This design comes from an exercise in tuning for small area, a short achievable clock period and few clock cycles per item on the open sky130 flow, not from production work.

// stream_record_player
module stream_record_player #(
    parameter int DATA_WIDTH = 8,
    parameter int ADDR_WIDTH = 8
) (
    input  logic                  clk,
    input  logic                  reset,
    input  logic                  record,
    input  logic                  play,
    input  logic                  loop,
    input  logic [DATA_WIDTH-1:0] in_data,
    input  logic                  in_valid,
    input  logic                  in_last,
    output logic                  in_ready,
    output logic [DATA_WIDTH-1:0] out_data,
    output logic                  out_valid,
    output logic                  out_last,
    input  logic                  out_ready,
    output logic [ADDR_WIDTH:0]   stored_len,
    output logic                  overflow,
    output logic                  busy
);
export LEC_CHECK = 0
export CAP_MARGIN = 20
export CORE_MARGIN = 2
export CORE_UTILIZATION = 40
export CTS_BUF_LIST = sky130_fd_sc_hd__clkbuf_16
export CTS_CLUSTER_DIAMETER = 80
export CTS_CLUSTER_SIZE = 30
export SETUP_SLACK_MARGIN = 2.7
export SLEW_MARGIN = 20
create_clock -name core_clock -period 5.0 [get_ports {clk}]
run.sh (not shown) runs the stock make flow with config.mk's settings and CLKGATE_MAP_FILE= SYNTH_SCRIPT=/design/flow/synth_recipe.tcl, a recipe that flattens the netlist after the stock synthesis.
Edit:
--- a/flow/design.v
+++ b/flow/design.v
@@ -25,18 +25,19 @@
     localparam int                  NTAP     = DEPTH / SP;
     localparam int                  TB       = ADDR_WIDTH - SPB;    
     localparam int                  TLB      = 3;                   
     localparam int                  TL       = 1 << TLB;
     localparam int                  TH       = NTAP / TL;
     localparam int                  DL       = SP;                  
     localparam int                  FD       = 9;                   
-    localparam int                  FB       = $clog2(FD);          
+    localparam int                  FB       = 4;                   
     localparam logic [ADDR_WIDTH:0] PTR_ONE  = {{ADDR_WIDTH{1'b0}}, 1'b1};
     localparam logic [ADDR_WIDTH:0] LAST_IDX = {1'b0, {ADDR_WIDTH{1'b1}}};
     localparam logic [ADDR_WIDTH-1:0] PH_START = ADDR_WIDTH'(SP - 2);
+    localparam logic [ADDR_WIDTH-1:0] WPOS0    = PH_START + ADDR_WIDTH'(2);
     logic loop_req;
     assign loop_req = loop;
     logic                   rec_cap, rec_done;
     logic                   rec_cap_n, rec_done_n;
     logic                   play_run, play_done;
     logic                   play_run_n, play_done_n;
     logic                   rec_idle, play_idle;
@@ -137,44 +138,55 @@
     logic [DL-1:0]          pend;        
     logic [DL-1:0]          pend_n;
     logic [DL-1:0]          wsel;        
     logic [DL-1:0]          wsel_n;
     logic [DATA_WIDTH-1:0]  wdata;
     logic                   wr_en;
     logic [ADDR_WIDTH:0]    wcnt;        
-    logic [ADDR_WIDTH-1:0]  wpos;        
+    logic [SPB-1:0]         wpa;
+    logic [TL-1:0]          wsl;
+    logic [TH-1:0]          wsh;
     logic [NTAP-1:0]        wtap;
     always_ff @(posedge clk) begin
         dl_data[0] <= in_data;
         for (int i = 1; i < DL; i++) dl_data[i] <= dl_data[i-1];
     end
     always_comb begin
         wdata = '0;
         for (int i = 0; i < DL; i++) wdata = wdata | ({DATA_WIDTH{wsel[i]}} & dl_data[i]);
     end
-    assign wr_en = (|wsel) && (wpos[SPB-1:0] == '0);
+    assign wr_en = (|wsel) && (wpa == '0);
     always_comb begin
         pend_n[0] = in_accept;
         for (int i = 1; i < DL; i++)
             pend_n[i] = pend[i-1] && !(wr_en && wsel[i-1]) && !cap_start_d;
         for (int i = 0; i < DL; i++) begin
             wsel_n[i] = pend_n[i];
             for (int k = i + 1; k < DL; k++) wsel_n[i] = wsel_n[i] && !pend_n[k];
         end
     end
     always_ff @(posedge clk) begin
         pend <= pend_n;
         wsel <= wsel_n;
         if (cap_start_d)  wcnt <= '0;
         else if (wr_en)   wcnt <= wcnt + PTR_ONE;
-        if (cap_start_d)  wpos <= phase + 2'd2;
-        else if (!wr_en)  wpos <= wpos + 1'b1;
-    end
-    always_comb begin
-        for (int j = 0; j < NTAP; j++) wtap[j] = wr_en && (wpos[ADDR_WIDTH-1:SPB] == TB'(j));
+        if (cap_start_d) begin
+            wpa <= WPOS0[SPB-1:0];
+            for (int l = 0; l < TL; l++) wsl[l] <= (WPOS0[SPB+TLB-1:SPB] == TLB'(l));
+            for (int h = 0; h < TH; h++) wsh[h] <= (WPOS0[ADDR_WIDTH-1:SPB+TLB] == (TB-TLB)'(h));
+        end else if (!wr_en) begin
+            wpa <= wpa + 1'b1;
+            if (wpa == '1) begin
+                wsl <= {wsl[TL-2:0], wsl[TL-1]};
+                if (wsl[TL-1]) wsh <= {wsh[TH-2:0], wsh[TH-1]};
+            end
+        end
+    end
+    always_comb begin
+        for (int j = 0; j < NTAP; j++) wtap[j] = wr_en && wsh[j / TL] && wsl[j % TL];
     end
     logic [DATA_WIDTH-1:0]  ring [DEPTH];
     always_ff @(posedge clk) begin
         for (int p = 0; p < DEPTH; p++) begin
             if ((p % SP) == 0 && wtap[p / SP])
                 ring[p] <= wdata;
             else
@@ -184,14 +196,15 @@
     logic [ADDR_WIDTH:0]    nf;          
     logic [ADDR_WIDTH:0]    nfp;         
     logic [SPB-1:0]         rpa;         
     logic [TL-1:0]          rsl;         
     logic [TH-1:0]          rsh;         
     logic                   rinc;        
     logic                   restart;
+    logic                   wrap_p;      
     logic                   fetch_ok;    
     logic                   fetch;
     logic                   flast;
     logic                   avail;
     logic [DATA_WIDTH-1:0]  rdata;
     logic [DATA_WIDTH-1:0]  rgrp [TH];
     always_comb begin
@@ -209,20 +222,21 @@
     logic                   pop;
     logic                   fready;      
     logic [DATA_WIDTH:0]    rreg;
     logic                   rinfl;
     logic [FB-1:0]          fwp_d;
     assign avail    = (nf != wcnt) && (!rec_cap || (nfp != wcnt));
     assign flast    = !rec_cap && (nfp == stored_len);
-    assign fetch_ok = avail && (rpa == '0) && !flush_d;
+    assign fetch_ok = avail && (rpa == '0) && !restart;
     assign fetch    = fetch_ok && (!occ[FD-1] || pop);
-    assign restart  = flush_d || (fetch && flast);
+    assign restart  = flush_d || wrap_p;
     assign rinc     = (rpa == '1);
     assign fready   = occ[1] || (occ[0] && !rinfl);
     always_ff @(posedge clk) begin
+        wrap_p <= fetch && flast;
         if (restart) begin
             nf  <= '0;
             nfp <= PTR_ONE;
             rpa <= phase1[SPB-1:0];
             for (int l = 0; l < TL; l++) rsl[l] <= (phase1[SPB+TLB-1:SPB] == TLB'(l));
             for (int h = 0; h < TH; h++) rsh[h] <= (phase1[ADDR_WIDTH-1:SPB+TLB] == (TB-TLB)'(h));
         end else begin
Utilization came out lower by 0.34 points.
Worst setup slack gains 0.029 ns.
Maximum frequency grows by 1.2%.
Worst hold slack loses 0.0082 ns.
Count of clock-buffer cells in the layout goes down by 3.
Area after synthesis drops by 0.83%.
Die area is lower by 0.82%.
First-iteration DRC count climbs by 4.6%.
Final area falls by 1.8%.
Function was not checked in any run of this note: the RTL went through the layout flow alone.

==> port drivers added, routing unchanged <==
The flow's constraints put no driver on any port. The routed layouts listed below were extracted and timed again, unchanged, in two steps.
Step 1 assumes that a clkbuf_16 drives the clock port and a buf_2 every other input.
Step 2, shift: input delay + t, output delay - t, t = (earliest + latest rising clock arrival at the registers) / 2. This alone moves slack from input paths to output paths.
Three values: ideal, step 1, step 2; two values: the first two.
run	t, ns	slack for setup (ns)	clock arrival spread, ns
the first run	0.765	2.606 / 2.606 / 1.909	0.036 / 0.036
the second run	0.782	2.635 / 2.610 / 1.905	0.034 / 0.035
After both steps every run listed still meets setup and hold. For the second run, which loses most, drivers alone change the setup slack by -0.025 ns; drivers and shift together by -0.730 ns.
